Context: an optimization exercise on an open-source flow, tuned for small area, a short achievable clock period and few clock cycles. The choices shown serve that exercise and are no tape-out recipe. In this exercise RTL edits were held to simulation tests only and were not proved equivalent to the original. Power is estimated from default activity; no workload was simulated.

[config.mk]
export PLATFORM = sky130hd
export DESIGN_NAME = ucode_core
export DESIGN_NICKNAME = ucode_core
export VERILOG_FILES = /design/flow/design.v
export SDC_FILE = /design/flow/constraint.sdc
export NUM_CORES = 4
export LEC_CHECK = 0
export CAP_MARGIN = 20
export CORE_MARGIN = 2
export CORE_UTILIZATION = 40
export SLEW_MARGIN = 20
[constraint.sdc]
create_clock -name core_clock -period 8.5 [get_ports {clk}]
set_input_delay 1.7000 -clock core_clock [delete_from_list [all_inputs] [get_ports {clk}]]
set_output_delay 1.7000 -clock core_clock [all_outputs]
set_load 0.01 [all_outputs]
[design.v]
`default_nettype none
package ucode_pkg;
    localparam int INSTR_W = 32;
    localparam int REG_AW  = 4;   
    localparam int DATA_W  = 32;
    localparam int IMM_W   = 16;
    localparam int OPC_W   = 7;   
    localparam logic [OPC_W-1:0] OP_MOV  = 7'b0000000;  
    localparam logic [OPC_W-1:0] OP_ADD  = 7'b0110001;  
    localparam logic [OPC_W-1:0] OP_SUB  = 7'b0110010;  
    localparam logic [OPC_W-1:0] OP_MULI = 7'b0111000;  
    localparam logic [OPC_W-1:0] OP_NOP  = 7'b1100100;
    typedef struct packed {
        logic [OPC_W-1:0]                    opcode;
        logic [REG_AW-1:0]                   rd;
        logic [REG_AW-1:0]                   rs1;
        logic [REG_AW-1:0]                   rs2;
        logic [INSTR_W-OPC_W-3*REG_AW-1:0]   spare;  
    } instr_alu_t;
    typedef struct packed {
        logic [OPC_W-1:0]  opcode;
        logic [REG_AW-1:0] rd;
        logic [REG_AW-1:0] rs1;    
        logic              pad;
        logic [IMM_W-1:0]  imm;
    } instr_imm_t;
    typedef union packed {
        instr_alu_t alu;
        instr_imm_t imm;
    } instr_word_u;
endpackage
`default_nettype wire
`timescale 1ns/100ps
`default_nettype none
module mul_sequencer (
    input  logic                   clk,
    input  logic                   rst,
    input  logic                   in_valid,
    output logic                   in_ready,
    input  ucode_pkg::instr_word_u in_instr,
    output logic                   uop_valid,
    input  logic                   uop_ready,
    output ucode_pkg::instr_word_u uop_instr
);
    localparam logic [1:0] S_IDLE  = 2'd0;  
    localparam logic [1:0] S_CLEAR = 2'd1;  
    localparam logic [1:0] S_MOVE  = 2'd2;  
    localparam logic [1:0] S_ADD   = 2'd3;  
    logic [1:0]                      state;
    logic [ucode_pkg::IMM_W-1:0]     count;    
    logic [ucode_pkg::REG_AW-1:0]    mul_rd;   
    logic [ucode_pkg::REG_AW-1:0]    mul_rs;   
    logic                            run;      
    logic                            out_free;
    logic                            last_uop;
    logic                            take;
    logic                            is_muli;
    logic                            imm_zero;
    function automatic logic [ucode_pkg::INSTR_W-1:0] mk_alu(
        input logic [ucode_pkg::OPC_W-1:0]  op,
        input logic [ucode_pkg::REG_AW-1:0] rd,
        input logic [ucode_pkg::REG_AW-1:0] rs1,
        input logic [ucode_pkg::REG_AW-1:0] rs2
    );
        mk_alu = {op, rd, rs1, rs2, 13'h0};
    endfunction
    function automatic logic [ucode_pkg::INSTR_W-1:0] mk_mov0(
        input logic [ucode_pkg::REG_AW-1:0] rd
    );
        mk_mov0 = {ucode_pkg::OP_MOV, rd, 4'h0, 1'b0, 16'h0};
    endfunction
    assign out_free = !uop_valid || uop_ready;           
    assign last_uop = (state == S_CLEAR) ||
                      (state == S_ADD && count == ucode_pkg::IMM_W'(1));
    assign in_ready = run && out_free && (state == S_IDLE || last_uop);
    assign take     = in_valid && in_ready;
    assign is_muli  = in_instr.imm.opcode == ucode_pkg::OP_MULI;
    assign imm_zero = in_instr.imm.imm == '0;
    always_ff @(posedge clk or posedge rst) begin
        if (rst) begin
            run       <= 1'b0;
            state     <= S_IDLE;
            count     <= '0;
            uop_valid <= 1'b0;
        end else begin
            run <= 1'b1;
            if (take) begin
                uop_valid <= 1'b1;                       
                if (!is_muli) begin
                    state <= S_IDLE;
                end else if (imm_zero) begin
                    state <= S_CLEAR;
                end else begin
                    state <= S_MOVE;
                    count <= in_instr.imm.imm;           
                end
            end else if (uop_valid && uop_ready) begin
                case (state)
                    S_MOVE: state <= S_ADD;              
                    S_ADD: begin
                        if (count == ucode_pkg::IMM_W'(1)) begin
                            state     <= S_IDLE;         
                            uop_valid <= 1'b0;
                        end else begin
                            count <= count - 1'b1;
                        end
                    end
                    default: begin                       
                        state     <= S_IDLE;
                        uop_valid <= 1'b0;
                    end
                endcase
            end
        end
    end
    always_ff @(posedge clk) begin
        if (take) begin
            mul_rd <= in_instr.imm.rd;
            mul_rs <= in_instr.imm.rs1;
            if (!is_muli) begin
                uop_instr <= in_instr;                   
            end else if (imm_zero) begin
                uop_instr <= mk_alu(ucode_pkg::OP_SUB, in_instr.imm.rd,
                                    in_instr.imm.rd, in_instr.imm.rd);
            end else begin
                uop_instr <= mk_mov0(in_instr.imm.rd);
            end
        end else if (uop_valid && uop_ready && state == S_MOVE) begin
            uop_instr <= mk_alu(ucode_pkg::OP_ADD, mul_rd, mul_rd, mul_rs);
        end
    end
endmodule
`default_nettype wire
`timescale 1ns/100ps
`default_nettype none
module uop_fifo #(
    parameter int FIFO_DEPTH = 4   
) (
    input  logic                          clk,
    input  logic                          rst,
    input  logic                          wr_valid,
    output logic                          wr_ready,
    input  logic [ucode_pkg::INSTR_W-1:0] wr_data,
    output logic                          rd_valid,
    input  logic                          rd_ready,
    output logic [ucode_pkg::INSTR_W-1:0] rd_data
);
    localparam int AW = $clog2(FIFO_DEPTH);
    logic [ucode_pkg::INSTR_W-1:0] mem [FIFO_DEPTH];
    logic [AW:0]                   wr_ptr;    
    logic [AW:0]                   rd_ptr;
    logic                          full;
    logic                          empty;
    logic                          do_wr;
    logic                          do_rd;
    assign empty = wr_ptr == rd_ptr;
    assign full  = (wr_ptr[AW] != rd_ptr[AW]) && (wr_ptr[AW-1:0] == rd_ptr[AW-1:0]);
    assign rd_valid = !empty;
    assign wr_ready = !full || rd_ready;                 
    assign rd_data  = mem[rd_ptr[AW-1:0]];
    assign do_wr    = wr_valid && wr_ready;
    assign do_rd    = rd_valid && rd_ready;
    always_ff @(posedge clk or posedge rst) begin
        if (rst) begin
            wr_ptr <= '0;
            rd_ptr <= '0;
        end else begin
            if (do_wr) begin
                wr_ptr <= wr_ptr + 1'b1;
            end
            if (do_rd) begin
                rd_ptr <= rd_ptr + 1'b1;
            end
        end
    end
    always_ff @(posedge clk) begin
        if (do_wr) begin
            mem[wr_ptr[AW-1:0]] <= wr_data;
        end
    end
endmodule
`default_nettype wire
`timescale 1ns/100ps
`default_nettype none
module exec_unit (
    input  logic                         clk,
    input  logic                         rst,
    input  logic                         ex_valid,
    output logic                         ex_ready,
    input  ucode_pkg::instr_word_u       ex_instr,
    output logic                         wb_valid,
    input  logic                         wb_ready,
    output logic [ucode_pkg::REG_AW-1:0] wb_reg,
    output logic [ucode_pkg::DATA_W-1:0] wb_data
);
    localparam int NREG = 2 ** ucode_pkg::REG_AW;
    logic [ucode_pkg::DATA_W-1:0] rf [NREG];
    logic                         accept;
    logic                         do_wr;     
    logic [ucode_pkg::REG_AW-1:0] dst;
    logic [ucode_pkg::DATA_W-1:0] result;
    assign ex_ready = !wb_valid || wb_ready;             
    assign accept   = ex_valid && ex_ready;
    always_comb begin
        do_wr  = 1'b0;
        dst    = ex_instr.alu.rd;                        
        result = '0;
        case (ex_instr.alu.opcode)
            ucode_pkg::OP_MOV: begin
                do_wr  = 1'b1;
                result = ucode_pkg::DATA_W'(ex_instr.imm.imm);  
            end
            ucode_pkg::OP_ADD: begin
                do_wr  = 1'b1;
                result = rf[ex_instr.alu.rs1] + rf[ex_instr.alu.rs2];
            end
            ucode_pkg::OP_SUB: begin
                do_wr  = 1'b1;
                result = rf[ex_instr.alu.rs1] - rf[ex_instr.alu.rs2];  
            end
            default: begin
                do_wr = 1'b0;                            
            end
        endcase
    end
    always_ff @(posedge clk or posedge rst) begin
        if (rst) begin
            for (int i = 0; i < NREG; i++) begin
                rf[i] <= '0;
            end
            wb_valid <= 1'b0;
        end else begin
            if (wb_ready) begin
                wb_valid <= 1'b0;                        
            end
            if (accept && do_wr) begin
                rf[dst]  <= result;
                wb_valid <= 1'b1;
            end
        end
    end
    always_ff @(posedge clk) begin
        if (accept && do_wr) begin
            wb_reg  <= dst;
            wb_data <= result;
        end
    end
endmodule
`default_nettype wire
`timescale 1ns/100ps
`default_nettype none
module ucode_core #(
    parameter int FIFO_DEPTH = 4
) (
    input  logic                         clk,
    input  logic                         rst,
    input  logic                         in_valid,
    output logic                         in_ready,
    input  logic [ucode_pkg::INSTR_W-1:0] in_instr,
    output logic                         wb_valid,
    input  logic                         wb_ready,
    output logic [ucode_pkg::REG_AW-1:0] wb_reg,
    output logic [ucode_pkg::DATA_W-1:0] wb_data
);
    logic                   uop_valid;
    logic                   uop_ready;
    ucode_pkg::instr_word_u uop_instr;
    logic                   ex_valid;
    logic                   ex_ready;
    ucode_pkg::instr_word_u ex_instr;
    mul_sequencer mul_sequencer_i (
        .clk       (clk),
        .rst       (rst),
        .in_valid  (in_valid),
        .in_ready  (in_ready),
        .in_instr  (in_instr),
        .uop_valid (uop_valid),
        .uop_ready (uop_ready),
        .uop_instr (uop_instr)
    );
    uop_fifo #(
        .FIFO_DEPTH (FIFO_DEPTH)
    ) uop_fifo_i (
        .clk      (clk),
        .rst      (rst),
        .wr_valid (uop_valid),
        .wr_ready (uop_ready),
        .wr_data  (uop_instr),       
        .rd_valid (ex_valid),
        .rd_ready (ex_ready),
        .rd_data  (ex_instr)
    );
    exec_unit exec_unit_i (
        .clk      (clk),
        .rst      (rst),
        .ex_valid (ex_valid),
        .ex_ready (ex_ready),
        .ex_instr (ex_instr),
        .wb_valid (wb_valid),
        .wb_ready (wb_ready),
        .wb_reg   (wb_reg),
        .wb_data  (wb_data)
    );
endmodule
`default_nettype wire
[run.sh]
#!/bin/bash
# synth_recipe.tcl (not shown) runs the flow's synth.tcl, then flattens the netlist and writes it again
# the make line also repeats each setting of config.mk as NAME=value (left out here)
make -C /OpenROAD-flow-scripts/flow DESIGN_CONFIG=/design/flow/config.mk WORK_HOME=/design/flow/orfs CLKGATE_MAP_FILE= SYNTH_SCRIPT=/design/flow/synth_recipe.tcl finish
==> out/results.txt <==
Initial antenna violation count = 4
Post-route setup slack = 0.684 ns
Largest net degree at the start of global routing = 171
Clk pin slew, worst setup/hold paths = 0.06 ns
GRT Util Overall = 32.1%
Die Ht = 311 um
Top post-synthesis cells by area = dfrtp_1 (36%), edfxtp_1 (16%), o21ai_0 (4.8%)
Initial Utilization = 40.3%
Top-area cell type share of the netlist area = 35.8%
MaxCap Viol Count = 0
#FFs+latches synth = 743
Kind of critical path = register to register
Crit-path slowest cell = mux4_4
Final ANT Viol Nets = 0
Xor/xnor share of the synthesized area = 1.32%
H-Tree Depth = 3
Core area = 93,300 um^2
Num rows = 112
Mux share of post-synthesis cell area = 7.52%
Nets@finish = 3,751
Vias = 32,637
WP data required = 9.04 ns
Ys Warns = 4
RSZ-0062 raised after global routing = false
Final max-slew violation count = 0
Num CTS Buffers = 84
Worst skew pair latency = 0.70 ns
Worst Tran Pin Value = 1.17 ns
Synth area leader = dfrtp_1
CTS tree = built
Root Driver = clkbuf_16
Drt via density = 6.53
PD cells = 373 nW/um^2
FMAX = 0.128 GHz
Max reg flops = 512
Mapped Avg Cell Area = 10.4 um^2
DR iter-0 viols = 5,031
Commonest cells post-synth = dfrtp_1 (539), nand2_1 (459), o21ai_0 (364)
Ratio of final minimum period to clock period = 92.0%
# IOs = 74
WL final = 158,000 um
Worst path cell trace = mux4_4 -> nor2b_1 -> buf_4 -> a221oi_1 -> nor3_1 -> a211o_1 -> a2111oi_4 -> nand4_1 -> o31ai_1 -> xor2_1 -> ha_1 -> nand3_1 -> or2_2 -> nor2_1 -> o211ai_1 -> a31oi_1 -> o21ai_0 -> a211oi_1 -> a41o_1 -> a31oi_1 -> xnor3_2 -> o21ai_0
Die width = 311 um
Clk_skew = 0.0459 ns
Total die area = 96,500 um^2
Most used DFF post-synth = dfrtp_1
Static Leakage = 0.0177 uW
CP Max Fanout = 25
Post-Synthesis Cells = 3,635
Area of placed instances = 40,400 um^2
Postcts setup bufs = 0
Synth Area in Simple Gates = 12.8%
WHS = 0.492 ns
DP HPWL = 101,000 um
Max Root-Sink Buffers = 3
CP max stage delay = 0.93 ns
Placed Cells = 4,843
Synth Net Count = 3,711
Filler Cell Count = 8,729
Final Non-Filler Cells = 5,000
CTS Hold Bufs = 0
CP Launch Type = register
Finish-stage setup viols = 0
Final core utilization = 46.4%
Final worst path period need = 7.82 ns
Drt drc = 0
Biggest register = exec_unit_i.rf
DR WL/cell = 31.6 um
Run status = no timing/DRC/antenna violations
Pre-Repair DR Iteration Count = 9
Post-synthesis cell type count = 95
Post-CTS Resized = 0
Layout area overhead = 15.1%
DP Worst Slack = 0.875 ns
Hold Crit Class = register to register
Most instantiated library cell after synthesis = dfrtp_1
Post-synth ARST share = 72.5%
Final Hold Viols = 0
Vias in the first global route = 31,090
Worst Path Arrival = 8.36 ns
Sequential fraction of the synthesis area = 52.1%
Post-synthesis adder-cell area fraction = 1.35%
Maximum VDD drop = 0.289 mV
EDFF count, synth = 204
Main combinational cell family by area after synthesis = compound AO/OA/AOI/OAI gates
Cell area after synthesis = 37,600 um^2
Cell area after layout = 43,300 um^2
GP Congestion = 1.02
Layout cells sized above 1 = 15.7%
Remaining Overflow, GRT = 0
Crit path capture type = register
CTS sink count = 743
Compound-gate portion of the synthesized area = 21.0%
First-pass GRT wire length = 227,000 um
Port Buf Inserts = 73
Relative slew slack = 20.1%
-- critical path, delay by kind of cell (launching register included) --
kind | cells | cell delay, ns
xor+xnor | 2 | 0.69
compound gates | 11 | 3.41
mux | 1 | 0.93
fa+ha+maj | 1 | 0.41
flops | 1 | 0.52
simple gates | 6 | 1.38
buf+inv | 1 | 0.30
-- through the flow --
stage | setup TNS, ns | power, uW
6_report | 0 | 16200
3_3_place_gp | 0 | 12000
4_1_cts | 0 | 15800
2_1_floorplan | -285.66 | 8780
5_1_grt | 0 | 16600
3_5_place_dp | 0 | 12000
-- power breakdown --
part / switching, uW / total, uW / internal (uW)
Sequential: 356 / 4500 / 4140
Clock: 1600 / 3820 / 2210
Combinational: 5480 / 7870 / 2380
Total: 7440 / 16200 / 8740
-- layer usage --
metal	vias up	global-route usage (%)	routed length, um
met3	638	8.88	18900
met1	15997	42.5	61100
met5	-	0	61
met2	2329	47.2	67400
met4	8	18.4	10700
li1	13665	-	-
-- kinds of logic after synthesis --
| kind of cell | count (synthesis) |
|---|---|
| flip-flops | 743 |
| XOR/XNOR | 55 |
| AO/OA/AOI/OAI | 1187 |
| multiplexers | 223 |
| other | 1 |
| AND/OR/NAND/NOR | 1026 |
| buffers and inverters | 360 |
| adder cells (fa/ha/maj) | 40 |
-- final cells by class --
type	instances	area, um^2	area share (%)
timing repair buffer	253	2160	4.98
clock buffer	115	2390	5.52
multi-input combinational	2532	16900	38.9
antenna	1	2.50	0.00578
clock inverter	41	493	1.14
tap	1254	1570	3.62
inverter	61	233	0.537
sequential	743	19600	45.3
-- path summary, 6_finish.rpt --
path / start / end / slack (ns) / depth (start not counted)
worst min register to register: uop_fifo_i.wr_ptr[2] / uop_fifo_i.wr_ptr[2] / 0.49 / 1
max in group asynchronous: rst / exec_unit_i.rf[11][18] / 5.13 / 4
worst min-delay path: uop_fifo_i.wr_ptr[2] / uop_fifo_i.wr_ptr[2] / 0.49 / 1
min in group asynchronous: rst / exec_unit_i.rf[7][2] / 1.45 / 2
worst max-delay path: uop_fifo_i.rd_ptr[0] / exec_unit_i.rf[9][31] / 0.68 / 22
worst max register to register: uop_fifo_i.rd_ptr[0] / exec_unit_i.rf[9][31] / 0.68 / 22
-- placed cells by master (no fill, tap or decap), types with 16 or more instances in the layout --
master | synthesis | layout
inv_1 | 59 | 58
clkbuf_16 | 0 | 85
o22ai_1 | 27 | 27
nand2_1 | 459 | 449
mux2i_1 | 44 | 40
a22oi_1 | 152 | 152
nor2b_1 | 36 | 32
a222oi_1 | 24 | 24
xnor2_1 | 29 | 29
dfrtp_1 | 539 | 537
mux2_2 | 138 | 138
nand3_1 | 51 | 51
a32oi_1 | 39 | 39
clkdlybuf4s50_1 | 0 | 73
nand4_1 | 24 | 24
a221oi_1 | 89 | 89
a22o_1 | 67 | 67
buf_4 | 2 | 174
o22a_1 | 16 | 16
xor2_1 | 25 | 25
nor2_1 | 221 | 212
ha_1 | 39 | 39
and3_1 | 46 | 45
mux4_2 | 33 | 29
a31oi_1 | 25 | 24
o21ai_0 | 364 | 364
nor3_1 | 43 | 38
a41oi_1 | 18 | 18
a21oi_1 | 221 | 221
clkinv_2 | 0 | 19
edfxtp_1 | 204 | 204
a21o_1 | 16 | 16
Testbench counts, summed over its fixed seeds: cycles 8,659.

what the ideal ports hide:
The flow's constraints put no driver on any port. The routed layout listed below was extracted and timed again, unchanged, in two steps.
Step 1 assumes that a clkbuf_16 drives the clock port and a buf_2 every other input.
Step 2, shift: input delay + t, output delay - t, t = (earliest + latest rising clock arrival at the registers) / 2. This alone moves slack from input paths to output paths.
Three values: ideal, step 1, step 2; two values: the first two.
shift t [ns]: 0.751
setup WS [ns]: 0.684 / 0.684 / 0.684
hold WS [ns]: 0.492 / 0.492 / 0.492
worst register clock-pin slew, ns: 0.07 / 0.07
pins driven straight from the clock port: 1
After both steps this run still meets setup and hold. The setup slack of this run moves by 0.000 ns with the drivers and by 0.000 ns with both steps.
